From an optimization exercise on the open Yosys and OpenROAD flow, aimed at small area, a short achievable clock period and few clock cycles per item; shortcuts taken in it are not production practice. Only simulation tests tie the RTL to the original design; equivalence was not proved. Power and IR drop assume default switching activity.

==> flow/design.v, too long to show whole: its modules and the start of the top module <==
// module conv_csr: 57 lines
// module conv_mac: 858 lines
// module conv_fa: 4 lines
// module conv_ha: 4 lines
// module conv_requant: 68 lines
// module conv_core: 65 lines
module conv_core
(
	input  logic      clk,
	input  logic      rst,
	input  logic      csr_wr,
	input  logic      csr_rd,
	input  conv_pkg::csr_addr_t csr_addr,
	input  conv_pkg::csr_data_t csr_wdata,
	output logic      csr_rd_vld,
	output conv_pkg::csr_data_t csr_rdata,
	input  logic      dat_vld,
	input  conv_pkg::dat_vec_t  dat,
	input  conv_pkg::dat_vec_t  wt,
	input  logic      last,
	input  conv_pkg::dat_t      res,
	output logic      out_vld,
	output conv_pkg::dat_t      out_dat
);
  // ...
==> flow/flow/run.sh <==
#!/bin/bash
# The standard layout with three changes to how it is made: small port
# buffers in place of the default delay cells, clock-tree synthesis with
# larger sink clusters and no dummy loads, and timing repair that aims for
# 7.8 ns of setup slack on the 11 ns clock.
set -euo pipefail
bash standard.sh \
	"BUFFER_PORTS_ARGS=-buffer_cell sky130_fd_sc_hd__buf_1" \
	"CTS_ARGS=-sink_clustering_enable -repair_clock_nets -dont_use_dummy_load -sink_clustering_size 30 -sink_clustering_max_diameter 100" \
	SETUP_SLACK_MARGIN=7.8 \
	finish > standard.log 2>&1
==> flow/standard.sh <==
#!/bin/bash
# synth_recipe.tcl (not shown) runs the flow's synth.tcl, then flattens the netlist and writes it again
# the make line also repeats each setting of config.mk as NAME=value (left out here)
make -C /OpenROAD-flow-scripts/flow DESIGN_CONFIG=/design/flow/config.mk WORK_HOME=/design/flow/orfs CLKGATE_MAP_FILE= SYNTH_SCRIPT=/design/flow/synth_recipe.tcl "${@:-finish}"
==> flow/config.mk <==
export PLATFORM = sky130hd
export DESIGN_NAME = conv_core
export DESIGN_NICKNAME = conv_core
export VERILOG_FILES = /design/flow/design.v
export SDC_FILE = /design/flow/constraint.sdc
export NUM_CORES = 4
export LEC_CHECK = 0
export CAP_MARGIN = 20
export CORE_MARGIN = 2
export CORE_UTILIZATION = 70
export SLEW_MARGIN = 20
export SYNTH_HIERARCHICAL = 1
==> flow/constraint.sdc <==
create_clock -name core_clock -period 11.0 [get_ports {clk}]
set_input_delay 2.2000 -clock core_clock [delete_from_list [all_inputs] [get_ports {clk}]]
set_output_delay 2.2000 -clock core_clock [all_outputs]
set_load 0.01 [all_outputs]
==> impl_metrics.toml, run 1 <==
[outcome]
status = "no timing/DRC/antenna violations"

[clock_network]
htreeDepth = 1
clock-sinks = 363

[grt]
groute.layer.met3.usage_pct = 3.96
grt_overflow = 0
grt_use_met2_pct = 58.2
antenna_found_initial = 1

[setup_path]
crit_fanout = 6
startpoint_type = "register"
rr_worst_depth = 12
crit_buf_inv = 0

[logic_synthesis]
synth.ff_latch_count = 363
synth_adder_area_share_pct = 29.1
synth_simple_gate_area_share_pct = 8.30
synth_top_family_by_area = "adder cells"
postSynthCellCount = 2221
synth_flop_cell = "dfxtp_1"
netlist_top_cells_count = "363 x dfxtp_1, 322 x fa_1, 275 x xnor2_1"
yosysUniqueCellTypes = 83
synth_warnings = 9

[floorplan]
die_area_um2 = 36800
die_x_um = 192
core_um2 = 34600

[pwr]
power.total_uw = 7700
intPower_uw = 4250
p_seq_uw = 1970
p_sw_share_pct = 44.8
pg_comb_uw = 5090
switchingPower_uw = 3450

[min_path]
min_to = "u_mac.acc_res[7]$_DFF_P_"

[layout]
num_antenna_cells = 0
regMostFlops = "u_mac.r1"
post-route-util_pct = 75.0
instances_no_fill = 2677
clkbuf_count = 16
layout-drive-gt1-share_pct = 13.1
final_cell_mix = "318 x fa_1, 274 x xnor2_1, 227 x dfxtp_1"

[detailed_routing]
met3_wirelength_um = 3700
dr.pass1.iters = 6
detail_route.wl_per_cell_um = 22.8
m1WireLength_um = 23100

[timing]
hold_slack_ns = 0.336

[placement]
dp_cells = 2646
Testbench counts, summed over its fixed seeds: cycles 16,701, beats 16,661.
==> run 2: changes to the inputs <==
--- a/flow/config.mk
+++ b/flow/config.mk
@@ -7,6 +7,7 @@
 export LEC_CHECK = 0
 export CAP_MARGIN = 20
 export CORE_MARGIN = 2
-export CORE_UTILIZATION = 70
+export CORE_UTILIZATION = 40
+export PLACE_DENSITY = 0.8
 export SLEW_MARGIN = 20
 export SYNTH_HIERARCHICAL = 1
==> run 2 against run 1 <==
Net effect:
- design area rose by 1.2%
- clock power is 15% higher
- critical endpoint unchanged
- area after synthesis stayed put
- utilization down 32 points
- power fell by 1.5%
- die area up 73%
- routed wire length down 1.9%
- first-iteration DRC count up 1.1%
- clock skew grew 0.033 ns
- largest power group unchanged
- hold slack worse by 0.045 ns
- flip-flop and latch count stayed put
- largest cell class unchanged
==> impl_metrics.toml, run 2 <==
[outcome]
status = "no timing/DRC/antenna violations"

[logic_synthesis]
synth.ff_latch_count = 363
async_flop_share_pct = 0
synth_xor_xnor_area_share_pct = 12.1
synth_adder_area_share_pct = 29.1
synthMostInstantiatedCell = "dfxtp_1"
yosysTopAreaCell = "dfxtp_1"
synth_warnings = 9
synth_flop_cell = "dfxtp_1"
yosysUniqueCellTypes = 83
netlist_top_cells_count = "363 x dfxtp_1, 322 x fa_1, 275 x xnor2_1"
synth-compound-area-share_pct = 14.0
syn_area_um2 = 24700
synth-edff-count = 0
syn_area_per_cell_um2 = 11.1
netlist_top_cells_area = "dfxtp_1 29%, fa_1 26%, xnor2_1 9.8%"
netlist.area_leader.share_pct = 29.5
synthMuxAreaShare_pct = 1.74
synth_top_family_by_area = "adder cells"
seq_area_frac_synth_pct = 29.5
synth_simple_gate_area_share_pct = 8.30
postSynthCellCount = 2221

[floorplan]
rows = 91
io_pins = 218
core_um2 = 61400
die_y_um = 252
die_x_um = 252
start_util_pct = 40.2
die_area_um2 = 63700

[detailed_routing]
dr.pass1.iters = 6
detail_route.wl_per_cell_um = 19.9
vias = 16400
ant_nets = 0
wl_um = 60000
drc = 0
vias_per_cell = 5.44
drt_iter0_markers = 1326

[pwr]
switchingPower_uw = 3330
p_comb_share_pct = 64.3
ir_drop_mv = 0.189
power.density_nw_per_um2 = 289
power_frac_clock_pct = 9.8
p_sw_share_pct = 43.9
p_leak_uw = 0.00968
intPower_uw = 4260
sequentialPowerShare_pct = 25.9

[grt]
antenna_found_initial = 0
grt_overflow = 0
grt_pass1_vias = 16500
grt_pass1_wl_um = 92900
grt_max_degree = 66
grt_use_total_pct = 18.6

[timing]
finClkSkew_ns = 0.0592
final.min_clock_period_ns = 3.28
finalHoldViolations = 0
tightest_slew_ns = 1.02
setup_tns_ns = 0
post-route-period-util_pct = 29.8
final_max_slew_viol_count = 0
setup_viol = 0
grt_setup_unrepaired = "true"
fmax_mhz = 305
relSlewSlack_pct = 32.0

[layout]
num_antenna_cells = 0
final_common_cell = "fa_1"
final_cell_mix = "320 x fa_1, 293 x dfxtp_1, 274 x xnor2_1"
largest_reg_flops = 78
design_area_um2 = 26300
multi_input_area_um2 = 16400
fillers = 5639
reg_top3 = "u_mac.r1 x78, u_mac.d0 x64"
area_delta_synth_final_pct = 6.47
layout.nets = 2786
post-route-util_pct = 42.8
layout-drive-gt1-share_pct = 9.83
regArea_um2 = 7360
regMostFlops = "u_mac.r1"

[run]
cap_viol_max_count = 0

[setup_path]
startpoint_type = "register"
endpoint_kind = "register"
path_class = "reg2reg"
cp.required_ns = 11.44
arrival_ns = 3.72
rr_worst_depth = 12
crit_fanout = 5
r2r_slack_ns = 7.72
r2r-start = "u_mac.acc_a[0]$_DFF_P_"
r2r-end = "u_requant.q_ovf$_DFF_P_"

[clock_network]
htreeDepth = 1
clock-sinks = 363
cts-root-buf = "clkbuf_16"
cts_buffer_depth = 3
cts_buffers = 20
clock_latency_ns = 0.57
clk_pin_slew_ns = 0.11
cts_tree = "done"

[min_path]
min_to = "u_mac.acc_res[0]$_DFF_P_"
hold_path.class = "reg2reg"
min_path_cells = 0
min_from = "u_mac.res1[0]$_DFF_P_"

[placement]
port_buffers = 176
dp_hpwl_um = 47800
place.gp.congestion = 0.997
place_area_um2 = 25200
## run 2: stage by stage
| stage | hold slack, ns | power (uW) | setup slack, ns | instances |
|---|---|---|---|---|
| 2_1_floorplan | 0.310 | 5180 | 7.89 | 2234 |
| 3_3_place_gp | 0.313 | 6320 | 7.54 | 2981 |
| 3_5_place_dp | 0.312 | 6590 | 7.51 | 2981 |
| 4_1_cts | 0.295 | 7390 | 7.74 | 3006 |
| 5_1_grt | 0.305 | 8210 | 7.64 | 3018 |
| 6_report | 0.291 | 7590 | 7.72 | 3018 |
## run 2: final cells by class
class | count | area share, %
inverter | 44 | 0.629
multi-input combinational | 1605 | 62.2
sequential | 363 | 28.0
timing repair buffer | 196 | 3.44
clock buffer | 20 | 1.91
tap | 790 | 3.76
## run 2: how the worst max path moves through the flow
stage                                    startpoint  slack (ns)  cells past startpoint                      endpoint
finish                       u_mac.acc_a[0]$_DFF_P_        7.72                     12       u_requant.q_ovf$_DFF_P_
global route                 u_mac.acc_a[0]$_DFF_P_        7.64                     12       u_requant.q_ovf$_DFF_P_
CTS                          u_csr.rd_id[0]$_DFF_P_        7.74                      1                 csr_rdata[24]
detailed placement           u_mac.acc_a[0]$_DFF_P_        7.51                     12       u_requant.q_ovf$_DFF_P_
global placement             u_mac.acc_a[0]$_DFF_P_        7.54                     12       u_requant.q_ovf$_DFF_P_
floorplan           u_csr.out_shift[0]$_SDFFE_PP0P_        7.89                     12  u_requant.out_dat[0]$_DFF_P_
## run 2: power groups by stage
stage	Clock, uW	Combinational (uW)	Sequential, uW
after floorplan	0	3310	1860
after global placement	0	4350	1970
after detailed placement	0	4600	1990
after CTS	771	4660	1960
after global routing	812	5390	2000
final	745	4880	1970
## run 2: what timing repair did
action / 4_1_cts / 5_1_grt
pin swaps: 4 / 19
setup endpoints to repair: 42 / 61
hold buffers: 0 / 0
buffers inserted: 5 / 12
gates resized for setup: 48 / 111
## run 2: cell families after synthesis
group,count (synthesis)
AOI/OAI and AO/OA,478
DFF,363
adders and majority gates,380
other,1
xor gates and xnor gates,341
and+or+nand+nor,358
buffers and inverters,266
muxes,34
## run 2: routing by layer
metal	GRT usage, %	up-vias	wire length, um
li1	-	7499	-
met1	22.4	8095	23000
met2	32.8	667	29800
met3	2.35	160	3600
met4	9.57	0	3520
met5	0	-	0
## run 2: critical path, stage by stage, from the launching register on
cell	delay (ns)
dfxtp_1	0.33
ha_4	0.17
fa_2	0.42
a211oi_4	0.32
o21ai_4	0.15
a21oi_4	0.21
nor4b_4	0.31
nor4_2	0.09
mux4_2	0.53
o2111ai_2	0.12
o41ai_2	0.09
and4_1	0.23
a311oi_2	0.22
## run 2: modules after synthesis, one instance, submodules excluded, a selection
module        area, um^2  times used  cells inside  flops+latches
conv_mac           13200           1          1282            316
conv_ha             12.5          19             1              0
conv_fa             20.0         320             1              0
conv_requant        4070           1           524             31
conv_csr             764           1            76             16
==> run 3: changes to the inputs <==
--- a/flow/config.mk
+++ b/flow/config.mk
@@ -8,6 +8,6 @@
 export CAP_MARGIN = 20
 export CORE_MARGIN = 2
 export CORE_UTILIZATION = 40
-export PLACE_DENSITY = 0.8
 export SLEW_MARGIN = 20
 export SYNTH_HIERARCHICAL = 1
+export TNS_END_PERCENT = 40
==> run 3 against run 2 <==
Net effect:
- via count down 2.6%
- non-clock buffer count decreased by 6
- largest power group unchanged
- area after synthesis did not move
- clock skew about the same
- synthesized cell count is the same
- global-route usage is 1.3 points higher
- highest routed layer unchanged
- clock-buffer cell count increased by 1
- combinational power is essentially flat
- register-to-register slack gained 0.07 ns
- flip-flop and latch count unchanged
==> impl_metrics.toml, run 3 <==
[pwr]
p_comb_share_pct = 64.1
power.total_uw = 7560
p_sw_share_pct = 44.1
power.density_nw_per_um2 = 287
p_leak_uw = 0.00967
intPower_uw = 4230
sequentialPowerShare_pct = 25.9
switchingPower_uw = 3330
ir_drop_mv = 0.159
power_frac_clock_pct = 10.0

[logic_synthesis]
netlist_top_cells_count = "363 x dfxtp_1, 322 x fa_1, 275 x xnor2_1"
synth.ff_latch_count = 363
synth-edff-count = 0
yosysTopAreaCell = "dfxtp_1"
postSynthCellCount = 2221
netlist_top_cells_area = "dfxtp_1 29%, fa_1 26%, xnor2_1 9.8%"
syn_area_um2 = 24700
seq_area_frac_synth_pct = 29.5
synthMostInstantiatedCell = "dfxtp_1"
syn_area_per_cell_um2 = 11.1
synth_warnings = 9
async_flop_share_pct = 0
yosysUniqueCellTypes = 83
netlist.area_leader.share_pct = 29.5
synth_flop_cell = "dfxtp_1"

[detailed_routing]
ant_nets = 0
vias_per_cell = 5.31
drc = 0
vias = 16000
detail_route.wl_per_cell_um = 20.9
drt_iter0_markers = 1243
wl_um = 63100
dr.pass1.iters = 5

[setup_path]
crit_fanout = 5
path_class = "reg2out"
crit_buf_inv = 1
cpMaxStageDelayCell = "dfxtp_4"
max_stage_delay_ns = 0.39
startpoint_type = "register"
endpoint_kind = "output port"
cp.required_ns = 8.80
critPathTopFamily = "flip-flops"
arrival_ns = 1.06
path_cells = "buf_6"

[timing]
final_max_slew_viol_count = 0
grt_setup_unrepaired = "true"
post-route-period-util_pct = 29.6
finClkSkew_ns = 0.0592
setup_viol = 0
tightest_slew_ns = 0.864
relSlewSlack_pct = 42.3
setup_tns_ns = 0
finalHoldViolations = 0
fmax_mhz = 307
final.min_clock_period_ns = 3.26

[placement]
dp_cells = 2982
dp_hpwl_um = 51500
place.gp.congestion = 0.939
port_buffers = 176

[outcome]
status = "no timing/DRC/antenna violations"

[clock_network]
cts_buffer_depth = 3
cts_buffers = 21
cts_tree = "done"
htreeDepth = 1
cts-root-buf = "clkbuf_16"
hold_buffers = 0
clock_latency_ns = 0.58
clock-sinks = 363
clk_pin_slew_ns = 0.10

[layout]
reg_top3 = "u_mac.r1 x78, u_mac.d0 x64"
post-route-util_pct = 43.0
layout.nets = 2781
final_common_cell = "fa_1"
regMostFlops = "u_mac.r1"
final_cell_mix = "320 x fa_1, 273 x xnor2_1, 255 x dfxtp_1"
layout-drive-gt1-share_pct = 11.2
area_delta_synth_final_pct = 6.88
num_antenna_cells = 0
instances_no_fill = 3013
largest_reg_flops = 78

[floorplan]
rows = 91
core_um2 = 61400
die_x_um = 252
die_y_um = 252
die_area_um2 = 63700
start_util_pct = 40.2
io_pins = 218

[grt]
grt_pass1_wl_um = 98200
grt_pass1_vias = 16800
grt_max_degree = 66
grt_use_total_pct = 19.9
grt_overflow = 0
antenna_found_initial = 1

[run]
cap_viol_max_count = 0

[min_path]
hold_path.class = "reg2reg"
## run 3: cell counts after synthesis
Identical to the previous run, type by type.
## run 3: worst paths after layout
kind	end	start	slack (ns)	cells after the start
worst max-delay path	csr_rdata[30]	u_csr.rd_id[0]$_DFF_P_	7.74	1
worst min-delay path	u_mac.acc_res[7]$_DFF_P_	u_mac.res1[7]$_DFF_P_	0.34	0
worst max register to register	u_mac.r1[64]$_DFF_P_	u_mac.d0[13]$_DFF_P_	7.79	6
worst min register to register	u_mac.acc_res[7]$_DFF_P_	u_mac.res1[7]$_DFF_P_	0.34	0
## run 3: logic make-up after synthesis
family,count (synthesis),synth area share (%)
AOI/OAI and AO/OA,478,14.0
xor gates and xnor gates,341,12.1
adders and majority gates,380,29.1
buffers and inverters,266,5.37
DFF,363,29.5
muxes,34,1.74
other,1,0.0152
and+or+nand+nor,358,8.30
## run 3: modules after synthesis, one instance, submodules excluded, excerpt
module	times used	cells	cell area, um^2	flops+latches
conv_csr	1	76	764	16
conv_fa	320	1	20.0	0
conv_requant	1	524	4070	31
conv_ha	19	1	12.5	0
conv_mac	1	1282	13200	316
## run 3: final cells by class
cell class                 count  area, um^2
fill                        5802       35000
inverter                      44         165
multi-input combinational   1605       16400
sequential                   363        7410
timing repair buffer         190         905
clock buffer                  21         526
tap                          790         988
## run 3: layer usage
metal	part of all wire (%)	global-route usage, %
met4	2.8	5.39
met2	51	36.2
met1	43	25.3
met5	0	0
met3	3.3	1.71
## run 3: repair_timing
| item | 4_1_cts | 5_1_grt |
|---|---|---|
| pin swaps | 3 | 17 |
| gates resized for setup | 34 | 180 |
| buffers inserted | 4 | 6 |
| endpoints found under the hold margin | 0 | 0 |
| setup endpoints to repair | 51 | 86 |
## run 3: power groups by stage
stage	Sequential, uW	Combinational, uW	Clock, uW
floorplan	1860	3310	0
CTS	1950	4730	791
global placement	1970	4590	0
finish	1960	4850	756
global route	2000	5470	832
detailed placement	1980	4660	0
## run 3: per-stage QoR
stage / hold slack, ns / cell area (um^2) / setup WS [ns]
CTS: 0.339 / 25900 / 7.64
finish: 0.338 / 26400 / 7.74
global route: 0.344 / 26400 / 7.70
global placement: 0.314 / 25200 / 7.46
floorplan: 0.310 / 24700 / 7.89
detailed placement: 0.313 / 25200 / 7.42
==> run 4: changes to the inputs <==
--- a/flow/config.mk
+++ b/flow/config.mk
@@ -10,4 +10,3 @@
 export CORE_UTILIZATION = 40
 export SLEW_MARGIN = 20
 export SYNTH_HIERARCHICAL = 1
-export TNS_END_PERCENT = 40
==> run 4 against run 3 <==
Net effect:
- largest power group unchanged
- critical endpoint is now csr_rdata[9]
- routed wire length about the same
- sequential power about the same
- largest cell class unchanged
- die area unchanged
- highest routed layer unchanged
- design area about the same
==> impl_metrics.toml, run 4 <==
[logic_synthesis]
seq_area_frac_synth_pct = 29.5
netlist_top_cells_area = "dfxtp_1 29%, fa_1 26%, xnor2_1 9.8%"
yosysTopAreaCell = "dfxtp_1"
netlist_top_cells_count = "363 x dfxtp_1, 322 x fa_1, 275 x xnor2_1"
synth.ff_latch_count = 363
synth_top_family_by_area = "adder cells"
postSynthCellCount = 2221
synth_flop_cell = "dfxtp_1"
yosysUniqueCellTypes = 83
synth_simple_gate_area_share_pct = 8.30
synth_xor_xnor_area_share_pct = 12.1
synthMuxAreaShare_pct = 1.74
async_flop_share_pct = 0
syn_area_um2 = 24700
synth-edff-count = 0
synth_adder_area_share_pct = 29.1
syn_area_per_cell_um2 = 11.1
synthMostInstantiatedCell = "dfxtp_1"
synth_warnings = 9
netlist.area_leader.share_pct = 29.5
synth-compound-area-share_pct = 14.0

[grt]
grt_overflow = 0
grt_max_degree = 66
antenna_found_initial = 1
grt_pass1_wl_um = 98200
grt_pass1_vias = 16800
grt_use_total_pct = 19.9

[timing]
grt_setup_unrepaired = "true"
setup_tns_ns = 0
finClkSkew_ns = 0.0593
final.min_clock_period_ns = 3.27
finalHoldViolations = 0
fmax_mhz = 306
setup_viol = 0
tightest_slew_ns = 0.862
final_max_slew_viol_count = 0
post-route-period-util_pct = 29.7
relSlewSlack_pct = 42.5

[placement]
dp_cells = 2982
dp_hpwl_um = 51500
port_buffers = 176
place.gp.congestion = 0.939

[min_path]
hold_path.class = "reg2reg"
min_from = "u_mac.res1[7]$_DFF_P_"
min_to = "u_mac.acc_res[7]$_DFF_P_"
min_path_cells = 0

[detailed_routing]
detail_route.wl_per_cell_um = 21.0
drt_iter0_markers = 1193
ant_nets = 0
dr.pass1.iters = 5
wl_um = 63100
vias = 16000
vias_per_cell = 5.31
drc = 0

[pwr]
sequentialPowerShare_pct = 25.9
power.density_nw_per_um2 = 287
power_frac_clock_pct = 10.0
switchingPower_uw = 3330
ir_drop_mv = 0.156
p_leak_uw = 0.00970
intPower_uw = 4230
p_sw_share_pct = 44.0
p_comb_share_pct = 64.1

[layout]
final_common_cell = "fa_1"
instances_no_fill = 3012
num_antenna_cells = 0
fillers = 5798
multi_input_area_um2 = 16400
final_cell_mix = "320 x fa_1, 270 x xnor2_1, 246 x dfxtp_1"
reg_top3 = "u_mac.r1 x78, u_mac.d0 x64"
regArea_um2 = 7430
regMostFlops = "u_mac.r1"
layout.nets = 2780
area_delta_synth_final_pct = 6.95
layout-drive-gt1-share_pct = 12.0
largest_reg_flops = 78

[setup_path]
critPathTopFamily = "flip-flops"
cp.required_ns = 8.80
r2r-start = "u_mac.acc_b[0]$_DFF_P_"
max_stage_delay_ns = 0.40
path_cells = "buf_6"
r2r-end = "u_requant.q_part[5]$_DFF_P_"
crit_buf_inv = 1
crit_fanout = 5
r2r_slack_ns = 7.80
endpoint_kind = "output port"
path_class = "reg2out"
arrival_ns = 1.07
cpMaxStageDelayCell = "dfxtp_4"
rr_worst_depth = 10
startpoint_type = "register"

[floorplan]
io_pins = 218
die_x_um = 252
start_util_pct = 40.2
die_y_um = 252
rows = 91
core_um2 = 61400
die_area_um2 = 63700

[clock_network]
htreeDepth = 1
clock-sinks = 363
cts_buffer_depth = 3
clock_latency_ns = 0.58
cts-root-buf = "clkbuf_16"
cts_tree = "done"
clk_pin_slew_ns = 0.10
cts_buffers = 21

[outcome]
status = "no timing/DRC/antenna violations"

[run]
cap_viol_max_count = 0
==> run 4: cell count changes in the layout (fill, tap and decap cells not counted), moves of 3 or more <==
cell     before  now
dfxtp_2     103  112
buf_1       155  148
xnor2_2       2    5
buf_2         4   12
xnor2_1     273  270
dfxtp_1     255  246
==> run 4: repair_timing <==
action                                 4_1_cts  5_1_grt
setup endpoints to repair                   51       69
gates cloned                                 0        0
setup buffers                                5        4
pin swaps                                    4       17
resized for setup                           87      135
hold buffers                                 0        0
endpoints found under the hold margin        0        0
==> run 4: layout make-up <==
type | count | area share (%)
clock buffer | 21 | 1.99
inverter | 44 | 0.626
multi-input combinational | 1605 | 62.1
sequential | 363 | 28.1
tap | 790 | 3.75
timing repair buffer | 189 | 3.36
==> run 4: worst max-delay path by stage <==
| stage | startpoint | endpoint | cells past startpoint | slack [ns] |
|---|---|---|---|---|
| global placement | u_mac.acc_a[0]$_DFF_P_ | u_requant.q_ovf$_DFF_P_ | 12 | 7.46 |
| finish | u_csr.rd_id[0]$_DFF_P_ | csr_rdata[9] | 1 | 7.73 |
| global route | u_csr.rd_id[0]$_DFF_P_ | csr_rdata[9] | 1 | 7.69 |
| floorplan | u_csr.out_shift[0]$_SDFFE_PP0P_ | u_requant.out_dat[0]$_DFF_P_ | 12 | 7.89 |
| detailed placement | u_mac.acc_a[0]$_DFF_P_ | u_requant.q_ovf$_DFF_P_ | 12 | 7.42 |
| CTS | u_mac.acc_a[0]$_DFF_P_ | u_requant.q_ovf$_DFF_P_ | 12 | 7.64 |
==> run 4: logic make-up after synthesis <==
family,after synthesis
buffers and inverters,266
muxes,34
adders and majority gates,380
AOI/OAI and AO/OA,478
and+or+nand+nor,358
xor gates and xnor gates,341
other,1
DFF,363
==> run 4: power groups by stage <==
stage	registers, uW	logic, uW	clock network [uW]
6_report	1960	4850	757
5_1_grt	2000	5470	832
4_1_cts	1960	4740	791
3_3_place_gp	1970	4590	0
3_5_place_dp	1980	4660	0
2_1_floorplan	1860	3310	0
==> run 4: layer usage <==
metal  vias to the layer above  GRT usage (%)  wire length (um)
li1                       7484              -                 -
met1                      8063           25.3             26800
met2                       393           36.3             32300
met3                        68           1.71              2170
met4                         0           5.39              1790
met5                         -              0                 0
==> run 4: per-module statistics from Yosys, one instance, submodules excluded, excerpt <==
| module | cells inside | area, um^2 | flip-flops and latches | times used |
|---|---|---|---|---|
| conv_mac | 1282 | 13200 | 316 | 1 |
| conv_requant | 524 | 4070 | 31 | 1 |
| conv_csr | 76 | 764 | 16 | 1 |
| conv_fa | 1 | 20.0 | 0 | 320 |
| conv_ha | 1 | 12.5 | 0 | 19 |
==> run 4: metrics by stage <==
| stage | hold slack (ns) | instance area, um^2 | util, % | setup slack [ns] | power, uW |
|---|---|---|---|---|---|
| global placement | 0.314 | 25200 | 41.1 | 7.46 | 6560 |
| finish | 0.337 | 26400 | 43.0 | 7.73 | 7560 |
| global route | 0.344 | 26400 | 43.0 | 7.69 | 8300 |
| detailed placement | 0.313 | 25200 | 41.1 | 7.42 | 6640 |
| floorplan | 0.310 | 24700 | - | 7.89 | 5180 |
| CTS | 0.339 | 26000 | 42.4 | 7.64 | 7490 |
==> run 5: changes to the inputs <==
--- a/flow/config.mk
+++ b/flow/config.mk
@@ -10,3 +10,4 @@
 export CORE_UTILIZATION = 40
 export SLEW_MARGIN = 20
 export SYNTH_HIERARCHICAL = 1
+export TNS_END_PERCENT = 5
==> run 5 against run 4 <==
Net effect:
- sequential power about the same
- hold slack is essentially flat
- final cell count hardly changed
- area after synthesis stayed put
- routed wire length fell by 0.19%
- die area did not move
- clock power barely moved
- combinational power about the same
- critical endpoint is now csr_rdata[19]
- largest cell class unchanged
- largest power group unchanged
==> impl_metrics.toml, run 5 <==
[outcome]
status = "no timing/DRC/antenna violations"

[layout]
layout-drive-gt1-share_pct = 7.60
fillers = 5817
layout.nets = 2781
num_antenna_cells = 0
regArea_um2 = 7310
largest_reg_flops = 78
reg_top3 = "u_mac.r1 x78, u_mac.d0 x64"
regMostFlops = "u_mac.r1"
final_cell_mix = "332 x dfxtp_1, 321 x fa_1, 274 x xnor2_1"
final_common_cell = "dfxtp_1"
area_delta_synth_final_pct = 6.11
instances_no_fill = 3013
multi_input_area_um2 = 16400

[logic_synthesis]
netlist_top_cells_area = "dfxtp_1 29%, fa_1 26%, xnor2_1 9.8%"
netlist_top_cells_count = "363 x dfxtp_1, 322 x fa_1, 275 x xnor2_1"
postSynthCellCount = 2221
synth.ff_latch_count = 363
async_flop_share_pct = 0
yosysTopAreaCell = "dfxtp_1"
synth-edff-count = 0
netlist.area_leader.share_pct = 29.5
synth_simple_gate_area_share_pct = 8.30
synthMuxAreaShare_pct = 1.74
synth_flop_cell = "dfxtp_1"
syn_area_um2 = 24700
syn_area_per_cell_um2 = 11.1
synthMostInstantiatedCell = "dfxtp_1"
synth-compound-area-share_pct = 14.0
seq_area_frac_synth_pct = 29.5
synth_xor_xnor_area_share_pct = 12.1
synth_warnings = 9
synth_top_family_by_area = "adder cells"
yosysUniqueCellTypes = 83
synth_adder_area_share_pct = 29.1

[setup_path]
startpoint_type = "register"
cp.required_ns = 8.80
crit_buf_inv = 1
r2r-start = "u_mac.one0[26]$_DFF_P_"
path_cells = "buf_6"
endpoint_kind = "output port"
max_stage_delay_ns = 0.39
startpoint = "u_csr.rd_id[1]$_DFF_P_"
cpMaxStageDelayCell = "dfxtp_4"
path_class = "reg2out"
crit_fanout = 5
arrival_ns = 1.05
critPathTopFamily = "flip-flops"

[floorplan]
die_x_um = 252
io_pins = 218
start_util_pct = 40.2
rows = 91
core_um2 = 61400
die_y_um = 252
die_area_um2 = 63700

[clock_network]
htreeDepth = 1
clock-sinks = 363
clk_pin_slew_ns = 0.10
cts_buffer_depth = 3
cts-root-buf = "clkbuf_16"
cts_tree = "done"
cts_buffers = 21
clock_latency_ns = 0.58

[detailed_routing]
wl_um = 63000
ant_nets = 0
vias = 16000
detail_route.wl_per_cell_um = 20.9
drt_iter0_markers = 1299
dr.pass1.iters = 7
vias_per_cell = 5.31
drc = 0

[timing]
relSlewSlack_pct = 43.1
grt_setup_unrepaired = "true"
finClkSkew_ns = 0.0589
post-route-period-util_pct = 29.6
setup_tns_ns = 0
finalHoldViolations = 0
fmax_mhz = 307
hold_slack_ns = 0.337
final.min_clock_period_ns = 3.25
final_max_slew_viol_count = 0
setup_viol = 0
tightest_slew_ns = 0.852

[grt]
grt_use_total_pct = 19.9
antenna_found_initial = 1
grt_pass1_vias = 16700
grt_pass1_wl_um = 98000
grt_overflow = 0
grt_max_degree = 66

[pwr]
power.density_nw_per_um2 = 288
ir_drop_mv = 0.159
p_leak_uw = 0.00963
power.total_uw = 7540

[min_path]
min_from = "u_mac.res1[7]$_DFF_P_"
hold_path.class = "reg2reg"

[placement]
place.gp.congestion = 0.939
dp_cells = 2982
dp_hpwl_um = 51500
port_buffers = 176

[run]
cap_viol_max_count = 0
## run 5: cell counts after synthesis
Identical to the previous run, type by type.
## run 5: where the power goes
group | leakage, uW | internal (uW) | switching, uW
Clock | 0.000259 | 339 | 417
Sequential | 0.00304 | 1720 | 233
Combinational | 0.00633 | 2150 | 2680
Total | 0.00963 | 4220 | 3320
## run 5: metrics by stage
| stage | setup slack, ns | area [um^2] | util, % |
|---|---|---|---|
| global route | 7.70 | 26200 | 42.7 |
| finish | 7.75 | 26200 | 42.7 |
| floorplan | 7.89 | 24700 | - |
| global placement | 7.46 | 25200 | 41.1 |
| detailed placement | 7.42 | 25200 | 41.1 |
| CTS | 7.64 | 25900 | 42.1 |
## run 5: kinds of logic (layout without fill, tap and decap cells)
logic type / after synthesis / after routing
xor+xnor: 341 / 341
flops: 363 / 363
compound gates: 478 / 478
fa+ha+maj: 380 / 380
buf+inv: 266 / 255
simple gates: 358 / 358
other cells: 1 / 14
mux: 34 / 34
## run 5: final cells by class
cell class,count,area share [%]
multi-input cells,1605,62.5
clock buffers,21,2.01
flip-flops and latches,363,27.9
repair buffers,190,3.20
well taps,790,3.78
inverters,44,0.631
## run 5: worst paths after layout
kind / endpoint / slack (ns) / cells after the start
max: csr_rdata[19] / 7.75 / 1
min: u_mac.acc_res[7]$_DFF_P_ / 0.34 / 0
max reg2reg: u_mac.r1[31]$_DFF_P_ / 7.76 / 6
min reg2reg: u_mac.acc_res[7]$_DFF_P_ / 0.34 / 0
## run 5: modules after synthesis, one instance, submodules excluded, excerpt
| module | cells inside | area [um^2] | times used | flops+latches |
|---|---|---|---|---|
| conv_csr | 76 | 764 | 1 | 16 |
| conv_ha | 1 | 12.5 | 19 | 0 |
| conv_fa | 1 | 20.0 | 320 | 0 |
| conv_requant | 524 | 4070 | 1 | 31 |
| conv_mac | 1282 | 13200 | 1 | 316 |
## run 5: per-layer routing
layer,global-route usage [%],up-vias,wire (um)
li1,-,7474,-
met1,25.3,8028,26700
met2,36.1,422,32200
met3,1.71,68,2250
met4,5.39,0,1800
met5,0,-,0
## run 5: what timing repair did
action | CTS | global route
pin swaps | 3 | 16
resized for setup | 10 | 109
setup endpoints to repair | 51 | 86
buffers inserted | 4 | 6
hold buffers | 0 | 0
==> run 6: changes to the inputs <==
--- a/flow/config.mk
+++ b/flow/config.mk
@@ -10,4 +10,4 @@
 export CORE_UTILIZATION = 40
 export SLEW_MARGIN = 20
 export SYNTH_HIERARCHICAL = 1
-export TNS_END_PERCENT = 5
+export TNS_END_PERCENT = 10
==> run 6 against run 5 <==
Net effect:
- critical endpoint unchanged
- routed wire length is essentially flat
- largest cell class unchanged
- first-iteration DRC count is essentially flat
- largest power group unchanged
- design area grew 0.35%
- fmax is essentially flat
- flip-flop and latch count is the same
- register-to-register slack gained 0.06 ns
- non-clock buffer count is the same
- utilization grew 0.15 points
- die area is the same
- global-route usage is the same
- critical path depth is the same
- clock skew is essentially flat
==> impl_metrics.toml, run 6 <==
[detailed_routing]
wl_um = 63000
vias = 16000
drt_iter0_markers = 1298
detail_route.wl_per_cell_um = 20.9
dr.pass1.iters = 8
drc = 0
vias_per_cell = 5.30
ant_nets = 0

[layout]
multi_input_area_um2 = 16400
final_cell_mix = "320 x fa_1, 273 x xnor2_1, 273 x dfxtp_1"
largest_reg_flops = 78
num_antenna_cells = 0
regArea_um2 = 7390
regMostFlops = "u_mac.r1"
area_delta_synth_final_pct = 6.49
layout.nets = 2781
post-route-util_pct = 42.8
reg_top3 = "u_mac.r1 x78, u_mac.d0 x64"
layout-drive-gt1-share_pct = 10.4
final_common_cell = "fa_1"
fillers = 5819

[setup_path]
cp.depth = 1
endpoint_kind = "output port"
rr_worst_depth = 6
r2r-start = "u_mac.one0[1]$_DFF_P_"
path_class = "reg2out"
r2r-end = "u_mac.r1[46]$_DFF_P_"
startpoint_type = "register"
critPathTopFamily = "flip-flops"
cp.required_ns = 8.80
crit_fanout = 5
arrival_ns = 1.06
path_cells = "buf_6"
max_stage_delay_ns = 0.39
r2r_slack_ns = 7.82
crit_buf_inv = 1
cpMaxStageDelayCell = "dfxtp_4"

[outcome]
status = "no timing/DRC/antenna violations"

[timing]
finClkSkew_ns = 0.0592
setup_viol = 0
final.min_clock_period_ns = 3.26
relSlewSlack_pct = 43.0
worst_slack_ns = 7.74
final_max_slew_viol_count = 0
fmax_mhz = 307
tightest_slew_ns = 0.854
finalHoldViolations = 0
setup_tns_ns = 0
grt_setup_unrepaired = "true"
post-route-period-util_pct = 29.6

[logic_synthesis]
yosysTopAreaCell = "dfxtp_1"
synth-edff-count = 0
synth.ff_latch_count = 363
async_flop_share_pct = 0
netlist_top_cells_count = "363 x dfxtp_1, 322 x fa_1, 275 x xnor2_1"
yosysUniqueCellTypes = 83
synth_flop_cell = "dfxtp_1"
netlist.area_leader.share_pct = 29.5
synthMostInstantiatedCell = "dfxtp_1"
syn_area_per_cell_um2 = 11.1
netlist_top_cells_area = "dfxtp_1 29%, fa_1 26%, xnor2_1 9.8%"
postSynthCellCount = 2221
syn_area_um2 = 24700
seq_area_frac_synth_pct = 29.5
synth_warnings = 9

[grt]
grt_pass1_wl_um = 98000
grt_max_degree = 66
antenna_found_initial = 1
grt_overflow = 0
grt_use_total_pct = 19.9
grt_pass1_vias = 16700

[pwr]
power.total_uw = 7550
ir_drop_mv = 0.158
power.density_nw_per_um2 = 287
p_leak_uw = 0.00965

[placement]
dp_hpwl_um = 51500
place.gp.congestion = 0.939
dp_slack_ns = 7.42
port_buffers = 176

[clock_network]
cts_buffers = 21
clk_pin_slew_ns = 0.10
cts-root-buf = "clkbuf_16"
clock-sinks = 363
cts_buffer_depth = 3
hold_buffers = 0
cts_tree = "done"
htreeDepth = 1
clock_latency_ns = 0.58

[floorplan]
die_y_um = 252
die_area_um2 = 63700
rows = 91
start_util_pct = 40.2
core_um2 = 61400
die_x_um = 252
io_pins = 218

[run]
cap_viol_max_count = 0

[min_path]
min_from = "u_mac.res1[7]$_DFF_P_"
min_path_cells = 0
min_to = "u_mac.acc_res[7]$_DFF_P_"
hold_path.class = "reg2reg"
## run 6: cell counts after synthesis
No cell type changed its count.
## run 6: routing by layer
layer	up-vias	track usage, %	part of all wire, %
li1	7474	-	-
met1	8071	25.3	43
met2	363	36.1	51
met3	64	1.71	3.1
met4	0	5.39	2.8
met5	-	0	0
## run 6: cell type report
type                       count  area share, %
inverter                      44          0.629
timing repair buffer         190           3.19
sequential                   363           28.1
clock buffer                  21           2.00
multi-input combinational   1605           62.3
tap                          790           3.76
## run 6: timing repair
action,4_1_cts,5_1_grt
setup endpoints to repair,51,86
resized for setup,10,173
setup buffers,4,6
pin swaps,3,17
## run 6: worst max path at each step
stage                                    startpoint                            to  slack (ns)
floorplan           u_csr.out_shift[0]$_SDFFE_PP0P_  u_requant.out_dat[0]$_DFF_P_        7.89
global placement             u_mac.acc_a[0]$_DFF_P_       u_requant.q_ovf$_DFF_P_        7.46
detailed placement           u_mac.acc_a[0]$_DFF_P_       u_requant.q_ovf$_DFF_P_        7.42
CTS                          u_mac.acc_a[0]$_DFF_P_       u_requant.q_ovf$_DFF_P_        7.64
global route                 u_mac.acc_a[2]$_DFF_P_       u_requant.q_ovf$_DFF_P_        7.70
finish                       u_csr.rd_id[1]$_DFF_P_                 csr_rdata[19]        7.74
## run 6: per-stage QoR
| stage | instances | hold slack, ns | instance area (um^2) |
|---|---|---|---|
| 6_report | 3013 | 0.338 | 26300 |
| 5_1_grt | 3013 | 0.344 | 26300 |
| 4_1_cts | 3007 | 0.339 | 25900 |
| 3_5_place_dp | 2982 | 0.313 | 25200 |
| 3_3_place_gp | 2982 | 0.314 | 25200 |
| 2_1_floorplan | 2234 | 0.310 | 24700 |
## run 6: cell families after synthesis
logic type | Yosys count | share of synthesized area, %
xor gates and xnor gates | 341 | 12.1
AOI/OAI and AO/OA | 478 | 14.0
DFF | 363 | 29.5
other | 1 | 0.0152
buffers and inverters | 266 | 5.37
and+or+nand+nor | 358 | 8.30
adders and majority gates | 380 | 29.1
muxes | 34 | 1.74
## run 6: where the power goes
part / internal (uW) / switching, uW / leakage (uW) / total [uW]
logic: 2160 / 2680 / 0.00634 / 4830
clock network: 339 / 417 / 0.000259 / 756
registers: 1730 / 233 / 0.00305 / 1960
## run 6: Yosys stat by module (local to each module, per instance), a selection
module,cells inside,times used
conv_mac,1282,1
conv_requant,524,1
conv_csr,76,1
conv_fa,1,320
conv_ha,1,19
==> run 7: changes to the inputs <==
==> flow/flow/run.sh (replaced) <==
#!/bin/bash
# The standard layout with three changes to how it is made: small port
# buffers in place of the default delay cells, clock-tree synthesis with
# larger sink clusters and no dummy loads, and timing repair that aims for
# 7.7 ns of setup slack on the 11 ns clock.
set -euo pipefail
bash standard.sh \
	"BUFFER_PORTS_ARGS=-buffer_cell sky130_fd_sc_hd__buf_1" \
	"CTS_ARGS=-sink_clustering_enable -repair_clock_nets -dont_use_dummy_load -sink_clustering_size 30 -sink_clustering_max_diameter 100" \
	SETUP_SLACK_MARGIN=7.7 \
	finish > standard.log 2>&1
--- a/flow/config.mk
+++ b/flow/config.mk
@@ -10,4 +10,3 @@
 export CORE_UTILIZATION = 40
 export SLEW_MARGIN = 20
 export SYNTH_HIERARCHICAL = 1
-export TNS_END_PERCENT = 10
==> run 7 against run 6 <==
Net effect:
- design area decreased by 0.89%
- hold slack unchanged
- first-iteration DRC count increased by 0.46%
- still clean on timing, DRC and antenna
- clock skew decreased by 0.00056 ns
- final cell count about the same
- largest power group unchanged
==> impl_metrics.toml, run 7 <==
[pwr]
power.density_nw_per_um2 = 288
intPower_uw = 4180
p_comb_share_pct = 63.8
power_frac_clock_pct = 10.1
sequentialPowerShare_pct = 26.1
switchingPower_uw = 3310
ir_drop_mv = 0.153
p_sw_share_pct = 44.2
p_leak_uw = 0.00961

[clock_network]
hold_buffers = 0
clock_latency_ns = 0.58
cts_buffers = 21
cts_buffer_depth = 3
clk_pin_slew_ns = 0.10
cts_tree = "done"
clock-sinks = 363
htreeDepth = 1
cts-root-buf = "clkbuf_16"

[setup_path]
endpoint_kind = "register"
rr_worst_depth = 6
crit_fanout = 9
r2r_slack_ns = 7.74
crit_end = "u_mac.r1[31]$_DFF_P_"
path_cells = "a22oi_1 > xnor2_1 > fa_1 > fa_1 > fa_1 > fa_1"
path_common_cell = "fa_1"
path_class = "reg2reg"
r2r-start = "u_mac.one0[26]$_DFF_P_"
startpoint = "u_mac.one0[26]$_DFF_P_"
r2r-end = "u_mac.r1[31]$_DFF_P_"
cp.required_ns = 11.40
cpMaxStageDelayCell = "fa_1"
startpoint_type = "register"
arrival_ns = 3.65
max_stage_delay_ns = 0.60

[timing]
post-route-period-util_pct = 29.6
finalHoldViolations = 0
fmax_mhz = 307
setup_viol = 0
final_max_slew_viol_count = 0
worst_slack_ns = 7.74
final.min_clock_period_ns = 3.26
relSlewSlack_pct = 42.1
grt_setup_unrepaired = "true"
tightest_slew_ns = 0.868
finClkSkew_ns = 0.0586
setup_tns_ns = 0

[grt]
grt_pass1_wl_um = 98000
grt_max_degree = 66
grt_use_total_pct = 19.9
grt_pass1_vias = 16700
grt_overflow = 0
antenna_found_initial = 1

[layout]
final_cell_mix = "336 x dfxtp_1, 321 x fa_1, 274 x xnor2_1"
area_delta_synth_final_pct = 5.54
final_common_cell = "dfxtp_1"
regMostFlops = "u_mac.r1"
num_antenna_cells = 0
reg_top3 = "u_mac.r1 x78, u_mac.d0 x64"
layout-drive-gt1-share_pct = 6.75
largest_reg_flops = 78
layout.nets = 2779

[floorplan]
io_pins = 218
rows = 91
die_y_um = 252
die_area_um2 = 63700
start_util_pct = 40.2
core_um2 = 61400
die_x_um = 252

[detailed_routing]
wl_um = 63000
dr.pass1.iters = 8
detail_route.wl_per_cell_um = 20.9
drc = 0
drt_iter0_markers = 1304
vias_per_cell = 5.32
vias = 16000
ant_nets = 0

[placement]
port_buffers = 176
place.gp.congestion = 0.939
dp_slack_ns = 7.42
dp_hpwl_um = 51500

[logic_synthesis]
netlist_top_cells_area = "dfxtp_1 29%, fa_1 26%, xnor2_1 9.8%"
async_flop_share_pct = 0
synth-edff-count = 0
synth_flop_cell = "dfxtp_1"
syn_area_um2 = 24700
yosysTopAreaCell = "dfxtp_1"
postSynthCellCount = 2221
yosysUniqueCellTypes = 83
synth.ff_latch_count = 363
seq_area_frac_synth_pct = 29.5
netlist.area_leader.share_pct = 29.5
netlist_top_cells_count = "363 x dfxtp_1, 322 x fa_1, 275 x xnor2_1"
synthMostInstantiatedCell = "dfxtp_1"
synth_warnings = 9
syn_area_per_cell_um2 = 11.1

[run]
cap_viol_max_count = 0

[outcome]
status = "no timing/DRC/antenna violations"

[min_path]
hold_path.class = "reg2reg"
## run 7: worst min path at each step
stage / end / cells past startpoint / startpoint / slack (ns)
after detailed placement: u_mac.acc_res[7]$_DFF_P_ / 0 / u_mac.res1[7]$_DFF_P_ / 0.31
after global routing: u_mac.acc_res[7]$_DFF_P_ / 0 / u_mac.res1[7]$_DFF_P_ / 0.34
after CTS: u_mac.acc_res[7]$_DFF_P_ / 0 / u_mac.res1[7]$_DFF_P_ / 0.34
final: u_mac.acc_res[7]$_DFF_P_ / 0 / u_mac.res1[7]$_DFF_P_ / 0.34
after global placement: u_mac.acc_res[2]$_DFF_P_ / 0 / u_mac.res1[2]$_DFF_P_ / 0.31
after floorplan: u_mac.acc_res[0]$_DFF_P_ / 0 / u_mac.res1[0]$_DFF_P_ / 0.31
## run 7: metrics by stage
step	hold slack (ns)	std cells	power, uW	area (um^2)	util (%)
after CTS	0.339	3008	7470	25900	42.2
after global placement	0.314	2982	6560	25200	41.1
after global routing	0.344	3011	8220	26000	42.4
after floorplan	0.310	2234	5180	24700	-
after detailed placement	0.313	2982	6640	25200	41.1
final	0.338	3011	7490	26000	42.4
## run 7: cell type report
cell class,count,area (um^2)
Fill cell,5835,35300
Clock buffer,21,526
Inverter,44,165
Tap cell,790,988
Multi-Input combinational cell,1605,16300
Sequential cell,363,7300
Timing Repair Buffer,188,776
## run 7: Yosys stat by module, one instance, submodules excluded, a selection
module        cells  times used  cell area [um^2]
conv_mac       1282           1             13200
conv_requant    524           1              4070
conv_csr         76           1               764
conv_fa           1         320              20.0
conv_ha           1          19              12.5
## run 7: layer usage
| layer | share of wire [%] | vias up | track usage, % |
|---|---|---|---|
| met5 | 0 | - | 0 |
| met4 | 2.9 | 0 | 5.39 |
| met3 | 3.4 | 64 | 1.71 |
| met2 | 51 | 392 | 36.1 |
| met1 | 42 | 8089 | 25.3 |
| li1 | - | 7472 | - |
## run 7: what timing repair did
item,in CTS,in global routing
setup buffers,5,3
pin swaps,4,11
endpoints found under the setup margin,22,33
gates resized for setup,20,64
endpoints found under the hold margin,0,0
## run 7: power groups by stage
stage / Combinational [uW] / Clock, uW / Sequential (uW)
after floorplan: 3310 / 0 / 1860
after global placement: 4590 / 0 / 1970
after detailed placement: 4660 / 0 / 1980
after CTS: 4730 / 791 / 1950
after global routing: 5400 / 831 / 1990
final: 4780 / 756 / 1950
## run 7: cell families after synthesis
kind of cell,after synthesis,share of synthesized area [%]
AOI/OAI and AO/OA,478,14.0
adders and majority gates,380,29.1
DFF,363,29.5
and+or+nand+nor,358,8.30
xor gates and xnor gates,341,12.1
buffers and inverters,266,5.37
muxes,34,1.74
other,1,0.0152
## run 7: critical path, delay by kind of cell (launching register included)
family	cells	cell delay, ns
AO/OA/AOI/OAI	1	0.14
adder cells (fa/ha/maj)	4	2.16
XOR/XNOR	1	0.23
flip-flops	1	0.55
==> run 8: changes to the inputs <==
==> flow/flow/run.sh (replaced) <==
#!/bin/bash
# The standard layout with three changes to how it is made: small port
# buffers in place of the default delay cells, clock-tree synthesis with
# larger sink clusters and no dummy loads, and timing repair that aims for
# 7.9 ns of setup slack on the 11 ns clock.
set -euo pipefail
bash standard.sh \
	"BUFFER_PORTS_ARGS=-buffer_cell sky130_fd_sc_hd__buf_1" \
	"CTS_ARGS=-sink_clustering_enable -repair_clock_nets -dont_use_dummy_load -sink_clustering_size 30 -sink_clustering_max_diameter 100" \
	SETUP_SLACK_MARGIN=7.9 \
	finish > standard.log 2>&1
--- a/flow/config.mk
+++ b/flow/config.mk
@@ -10,3 +10,4 @@
 export CORE_UTILIZATION = 40
 export SLEW_MARGIN = 20
 export SYNTH_HIERARCHICAL = 1
+export TNS_END_PERCENT = 10
==> run 8 against run 7 <==
Net effect:
- hold slack got worse by 0.0026 ns
- routed wire length decreased by 0.73%
- synthesized cell count unchanged
- non-clock buffer count increased by 8
- critical path depth decreased by 5
- largest cell class unchanged
- highest routed layer unchanged
==> impl_metrics.toml, run 8 <==
[outcome]
status = "no timing/DRC/antenna violations"

[logic_synthesis]
postSynthCellCount = 2221
synth-edff-count = 0
async_flop_share_pct = 0
netlist_top_cells_area = "dfxtp_1 29%, fa_1 26%, xnor2_1 9.8%"
synth_simple_gate_area_share_pct = 8.30
synthMuxAreaShare_pct = 1.74
synth.ff_latch_count = 363
syn_area_um2 = 24700
synth_warnings = 9
synth_adder_area_share_pct = 29.1
netlist_top_cells_count = "363 x dfxtp_1, 322 x fa_1, 275 x xnor2_1"
seq_area_frac_synth_pct = 29.5
synthMostInstantiatedCell = "dfxtp_1"
synth_top_family_by_area = "adder cells"
netlist.area_leader.share_pct = 29.5
synth_xor_xnor_area_share_pct = 12.1
synth_flop_cell = "dfxtp_1"
syn_area_per_cell_um2 = 11.1
yosysUniqueCellTypes = 83
yosysTopAreaCell = "dfxtp_1"
synth-compound-area-share_pct = 14.0

[timing]
post-route-period-util_pct = 29.4
relSlewSlack_pct = 41.6
setup_viol = 0
worst_slack_ns = 7.77
grt_setup_unrepaired = "true"
final.min_clock_period_ns = 3.23
finalHoldViolations = 0
fmax_mhz = 310
final_max_slew_viol_count = 0
setup_tns_ns = 0
hold_slack_ns = 0.335
tightest_slew_ns = 0.876
finClkSkew_ns = 0.0737

[detailed_routing]
drt_iter0_markers = 1131
dr.pass1.iters = 6
vias_per_cell = 5.31
wl_um = 62500
drc = 0
ant_nets = 0
vias = 16000
detail_route.wl_per_cell_um = 20.7

[floorplan]
die_x_um = 252
die_y_um = 252
io_pins = 218
core_um2 = 61400
start_util_pct = 40.2
rows = 91
die_area_um2 = 63700

[min_path]
hold_path.class = "reg2reg"

[layout]
final_cell_mix = "317 x fa_1, 273 x xnor2_1, 225 x a22oi_1"
layout-drive-gt1-share_pct = 13.1
layout.nets = 2787
post-route-util_pct = 42.9
design_area_um2 = 26300
final_common_cell = "fa_1"
num_antenna_cells = 0
regMostFlops = "u_mac.r1"
largest_reg_flops = 78
reg_top3 = "u_mac.r1 x78, u_mac.d0 x64"
area_delta_synth_final_pct = 6.71

[grt]
antenna_found_initial = 1
grt_pass1_vias = 16700
grt_max_degree = 66
grt_pass1_wl_um = 98100
grt_use_total_pct = 19.9
grt_overflow = 0

[clock_network]
cts_buffers = 21
clk_pin_slew_ns = 0.10
clock-sinks = 363
hold_buffers = 0
htreeDepth = 1
cts_buffer_depth = 3
cts_tree = "done"
clock_latency_ns = 0.58
cts-root-buf = "clkbuf_16"

[setup_path]
cp.required_ns = 8.80
startpoint_type = "register"
cpMaxStageDelayCell = "dfxtp_2"
max_stage_delay_ns = 0.35
path_cells = "buf_2"
crit_fanout = 5
endpoint_kind = "output port"
arrival_ns = 1.03
path_class = "reg2out"
crit_buf_inv = 1
critPathTopFamily = "flip-flops"

[placement]
place_area_um2 = 25300
dp_hpwl_um = 51200
dp_slack_ns = 7.45
place.gp.congestion = 0.926
port_buffers = 176

[pwr]
power.density_nw_per_um2 = 287
p_leak_uw = 0.00967
ir_drop_mv = 0.150

[run]
cap_viol_max_count = 0
run 8: stage by stage:
step | total power [uW] | instances
floorplan | 5180 | 2234
global placement | 6560 | 2983
detailed placement | 6660 | 2983
CTS | 7510 | 3013
global route | 8290 | 3019
finish | 7570 | 3019
run 8: timing repair:
item / 4_1_cts / 5_1_grt
resized for setup: 35 / 187
pin swaps: 9 / 17
endpoints found under the setup margin: 83 / 104
buffers inserted: 9 / 6
run 8: path summary, 6_finish.rpt:
kind | startpoint | end | slack, ns | cells after the start
setup / recovery | u_csr.rd_id[1]$_DFF_P_ | csr_rdata[25] | 7.77 | 1
hold / removal | u_mac.res0[2]$_DFF_P_ | u_mac.res1[2]$_DFF_P_ | 0.33 | 0
setup reg to reg | u_mac.acc_a[0]$_DFF_P_ | u_requant.q_ovf$_DFF_P_ | 7.78 | 11
hold reg to reg | u_mac.res0[2]$_DFF_P_ | u_mac.res1[2]$_DFF_P_ | 0.33 | 0
run 8: power breakdown:
| part | internal [uW] | total, uW | switching, uW |
|---|---|---|---|
| Clock | 339 | 756 | 417 |
| Sequential | 1730 | 1950 | 226 |
| Combinational | 2180 | 4860 | 2680 |
| Total | 4240 | 7570 | 3320 |
run 8: per-layer routing:
metal | track usage (%) | wire [um] | up-vias | share of wire, %
li1 | - | - | 7488 | -
met1 | 25.3 | 26500 | 8077 | 42
met2 | 35.6 | 31800 | 394 | 51
met3 | 1.85 | 2100 | 74 | 3.4
met4 | 6.15 | 2140 | 0 | 3.4
met5 | 0 | 0 | - | 0
run 8: cells by family (layout without fill, tap and decap cells):
logic type / after synthesis / in the layout
AOI/OAI and AO/OA: 478 / 478
xor gates and xnor gates: 341 / 341
adders and majority gates: 380 / 380
buffers and inverters: 266 / 261
DFF: 363 / 363
muxes: 34 / 34
other: 1 / 14
and+or+nand+nor: 358 / 358
run 8: final cells by class:
| class | count | area, um^2 |
|---|---|---|
| timing repair buffer | 196 | 851 |
| fill | 5865 | 35000 |
| inverter | 44 | 165 |
| clock buffer | 21 | 526 |
| tap | 790 | 988 |
| sequential | 363 | 7470 |
| multi-input combinational | 1605 | 16300 |
run 8: per-module statistics from Yosys, one instance, submodules excluded, a selection:
| module | copies in the design | cell area (um^2) | cells inside | flip-flops and latches |
|---|---|---|---|---|
| conv_csr | 1 | 764 | 76 | 16 |
| conv_fa | 320 | 20.0 | 1 | 0 |
| conv_ha | 19 | 12.5 | 1 | 0 |
| conv_mac | 1 | 13200 | 1282 | 316 |
| conv_requant | 1 | 4070 | 524 | 31 |
==> run 9: changes to the inputs <==
==> flow/flow/run.sh (replaced) <==
#!/bin/bash
# The standard layout with three changes to how it is made: small port
# buffers in place of the default delay cells, clock-tree synthesis with
# larger sink clusters and no dummy loads, and timing repair that aims for
# 7.8 ns of setup slack on the 11 ns clock.
set -euo pipefail
bash standard.sh \
	"BUFFER_PORTS_ARGS=-buffer_cell sky130_fd_sc_hd__buf_1" \
	"CTS_ARGS=-sink_clustering_enable -repair_clock_nets -dont_use_dummy_load -sink_clustering_size 24 -sink_clustering_max_diameter 80" \
	SETUP_SLACK_MARGIN=7.8 \
	finish > standard.log 2>&1
==> run 9 against run 8 <==
Net effect:
- setup slack got worse by 0.051 ns
- clock-buffer cell count is 5 higher
- area after synthesis unchanged
- still clean
- sequential power hardly changed
- routed wire length grew 0.87%
- clock skew decreased by 0.021 ns
- global-route usage about the same
==> impl_metrics.toml, run 9 <==
[pwr]
power.density_nw_per_um2 = 290
ir_drop_mv = 0.148
p_leak_uw = 0.00966

[layout]
final_cell_mix = "320 x fa_1, 301 x dfxtp_1, 273 x xnor2_1"
num_antenna_cells = 0
layout.nets = 2784
final_common_cell = "fa_1"
layout-drive-gt1-share_pct = 8.72
regMostFlops = "u_mac.r1"
largest_reg_flops = 78
reg_top3 = "u_mac.r1 x78, u_mac.d0 x64"
area_delta_synth_final_pct = 6.60

[setup_path]
path_class = "reg2out"
path_cells = "buf_2"
cp.required_ns = 8.80
crit_buf_inv = 1
cp.depth = 1
crit_end = "csr_rdata[19]"
r2r-end = "u_requant.q_ovf$_DFF_P_"
crit_fanout = 5
startpoint_type = "register"
startpoint = "u_csr.rd_id[1]$_DFF_P_"
endpoint_kind = "output port"
arrival_ns = 1.08
critPathTopFamily = "flip-flops"
rr_worst_depth = 11
r2r-start = "u_mac.acc_b[0]$_DFF_P_"
cpMaxStageDelayCell = "dfxtp_4"
r2r_slack_ns = 7.76
max_stage_delay_ns = 0.37

[timing]
finalHoldViolations = 0
post-route-period-util_pct = 29.8
setup_tns_ns = 0
final.min_clock_period_ns = 3.28
setup_viol = 0
relSlewSlack_pct = 42.3
tightest_slew_ns = 0.864
grt_setup_unrepaired = "true"
worst_slack_ns = 7.72
finClkSkew_ns = 0.0530
final_max_slew_viol_count = 0
fmax_mhz = 305

[logic_synthesis]
synth_flop_cell = "dfxtp_1"
synth-compound-area-share_pct = 14.0
syn_area_um2 = 24700
netlist_top_cells_area = "dfxtp_1 29%, fa_1 26%, xnor2_1 9.8%"
synthMuxAreaShare_pct = 1.74
yosysUniqueCellTypes = 83
synth_adder_area_share_pct = 29.1
synth_simple_gate_area_share_pct = 8.30
synth-edff-count = 0
yosysTopAreaCell = "dfxtp_1"
synthMostInstantiatedCell = "dfxtp_1"
synth_warnings = 9
synth.ff_latch_count = 363
syn_area_per_cell_um2 = 11.1
postSynthCellCount = 2221
synth_top_family_by_area = "adder cells"
async_flop_share_pct = 0
netlist.area_leader.share_pct = 29.5
synth_xor_xnor_area_share_pct = 12.1
netlist_top_cells_count = "363 x dfxtp_1, 322 x fa_1, 275 x xnor2_1"
seq_area_frac_synth_pct = 29.5

[floorplan]
die_x_um = 252
rows = 91
die_y_um = 252
die_area_um2 = 63700
start_util_pct = 40.2
io_pins = 218
core_um2 = 61400

[detailed_routing]
dr.pass1.iters = 6
drc = 0
vias = 16000
drt_iter0_markers = 1267
vias_per_cell = 5.31
detail_route.wl_per_cell_um = 20.9
ant_nets = 0
wl_um = 63100

[min_path]
hold_path.class = "reg2reg"

[clock_network]
clk_pin_slew_ns = 0.08
htreeDepth = 1
cts_buffers = 26
clock_latency_ns = 0.59
cts_buffer_depth = 3
cts-root-buf = "clkbuf_16"
clock-sinks = 363
cts_tree = "done"

[grt]
grt_overflow = 0
antenna_found_initial = 1
grt_max_degree = 66
grt_use_total_pct = 19.9
grt_pass1_wl_um = 98300
grt_pass1_vias = 16800

[outcome]
status = "no timing/DRC/antenna violations"

[run]
cap_viol_max_count = 0

[placement]
port_buffers = 176
place.gp.congestion = 0.939
dp_slack_ns = 7.42
dp_hpwl_um = 51500
run 9: cell count changes in the layout (fill, tap and decap cells not counted), sizes merged:
cell,change
buf,-19
clkbuf,+16
run 9: cell type report:
cell class,count,area [um^2]
clock buffer,26,651
fill,5805,35100
inverter,44,165
multi-input combinational,1605,16400
sequential,363,7350
tap,790,988
timing repair buffer,188,774
run 9: how the worst min path moves through the flow:
stage                                      from                        to  slack (ns)  cells after the start
after CTS                 u_mac.res1[7]$_DFF_P_  u_mac.acc_res[7]$_DFF_P_        0.33                      0
after floorplan           u_mac.res1[0]$_DFF_P_  u_mac.acc_res[0]$_DFF_P_        0.31                      0
final                     u_mac.res1[5]$_DFF_P_  u_mac.acc_res[5]$_DFF_P_        0.33                      0
after detailed placement  u_mac.res1[7]$_DFF_P_  u_mac.acc_res[7]$_DFF_P_        0.31                      0
after global placement    u_mac.res1[2]$_DFF_P_  u_mac.acc_res[2]$_DFF_P_        0.31                      0
after global routing      u_mac.res1[7]$_DFF_P_  u_mac.acc_res[7]$_DFF_P_        0.34                      0
run 9: cell families (layout without fill, tap and decap cells):
kind of cell / count (synthesis) / after routing
AOI/OAI and AO/OA: 478 / 478
muxes: 34 / 34
buffers and inverters: 266 / 258
adders and majority gates: 380 / 380
other: 1 / 14
xor gates and xnor gates: 341 / 341
and+or+nand+nor: 358 / 358
DFF: 363 / 363
run 9: power breakdown:
group | internal [uW] | switching (uW)
logic | 2150 | 2680
registers | 1730 | 232
clock network | 414 | 434
total | 4290 | 3340
run 9: per-stage QoR:
step	instance area (um^2)	total power (uW)	hold WS (ns)	utilization (%)	std cells
final	26300	7630	0.332	42.9	3016
after global routing	26300	8370	0.340	42.9	3016
after CTS	26000	7560	0.334	42.3	3013
after detailed placement	25200	6640	0.313	41.1	2982
after global placement	25200	6560	0.314	41.1	2982
after floorplan	24700	5180	0.310	-	2234
run 9: layer usage:
metal  GRT usage, %  part of all wire, %  up-vias
met1           25.3                   42     8078
li1               -                    -     7483
met3           1.72                  3.5       74
met2           36.0                   51      388
met5              0                    0        -
met4           5.66                  3.0        0
run 9: timing repair:
item	CTS	global route
gates resized for setup	10	123
setup endpoints to repair	50	81
hold buffers	0	0
pin swaps	4	16
buffers inserted	5	3
run 9: modules after synthesis, one instance, submodules excluded, a selection:
module / area [um^2] / cells / flops+latches
conv_fa: 20.0 / 1 / 0
conv_mac: 13200 / 1282 / 316
conv_ha: 12.5 / 1 / 0
conv_requant: 4070 / 524 / 31
conv_csr: 764 / 76 / 16

## afterwards: timing with drivers on the ports
In the flow no input, the clock included, has a driving cell. The finished layouts below were timed again as built, in two steps.
Step 1: set_driving_cell puts a clkbuf_16 on clk and a buf_2 on each other input, an assumption about the parent block.
Step 2 adds t to the input delays and takes it off the output delays; t is the mean of the earliest and latest rising clock arrival at the registers after step 1. Input paths then give back, and output paths get back, about the clock's delay inside the block.
Three values: ideal, step 1, step 2; two values: the first two.
| run | shift t [ns] | setup WS [ns] | worst data-port slew with drivers (ns) |
|---|---|---|---|
| run 1 | 0.568 | 7.745 / 7.694 / 7.621 | 0.05 |
| run 2 | 0.600 | 7.717 / 7.695 / 7.646 | 0.06 |
| run 3 | 0.609 | 7.742 / 7.682 / 7.786 | 0.05 |
| run 4 | 0.610 | 7.734 / 7.673 / 7.781 | 0.05 |
| run 5 | 0.609 | 7.746 / 7.686 / 7.758 | 0.05 |
| run 6 | 0.610 | 7.745 / 7.685 / 7.793 | 0.05 |
| run 7 | 0.609 | 7.745 / 7.686 / 7.745 | 0.05 |
| run 8 | 0.603 | 7.771 / 7.712 / 7.780 | 0.05 |
| run 9 | 0.625 | 7.720 / 7.660 / 7.761 | 0.05 |
After both steps setup and hold are still met in every run listed. The setup slack of run 1, which loses most, moves by -0.051 ns with the drivers and by -0.124 ns with both steps.
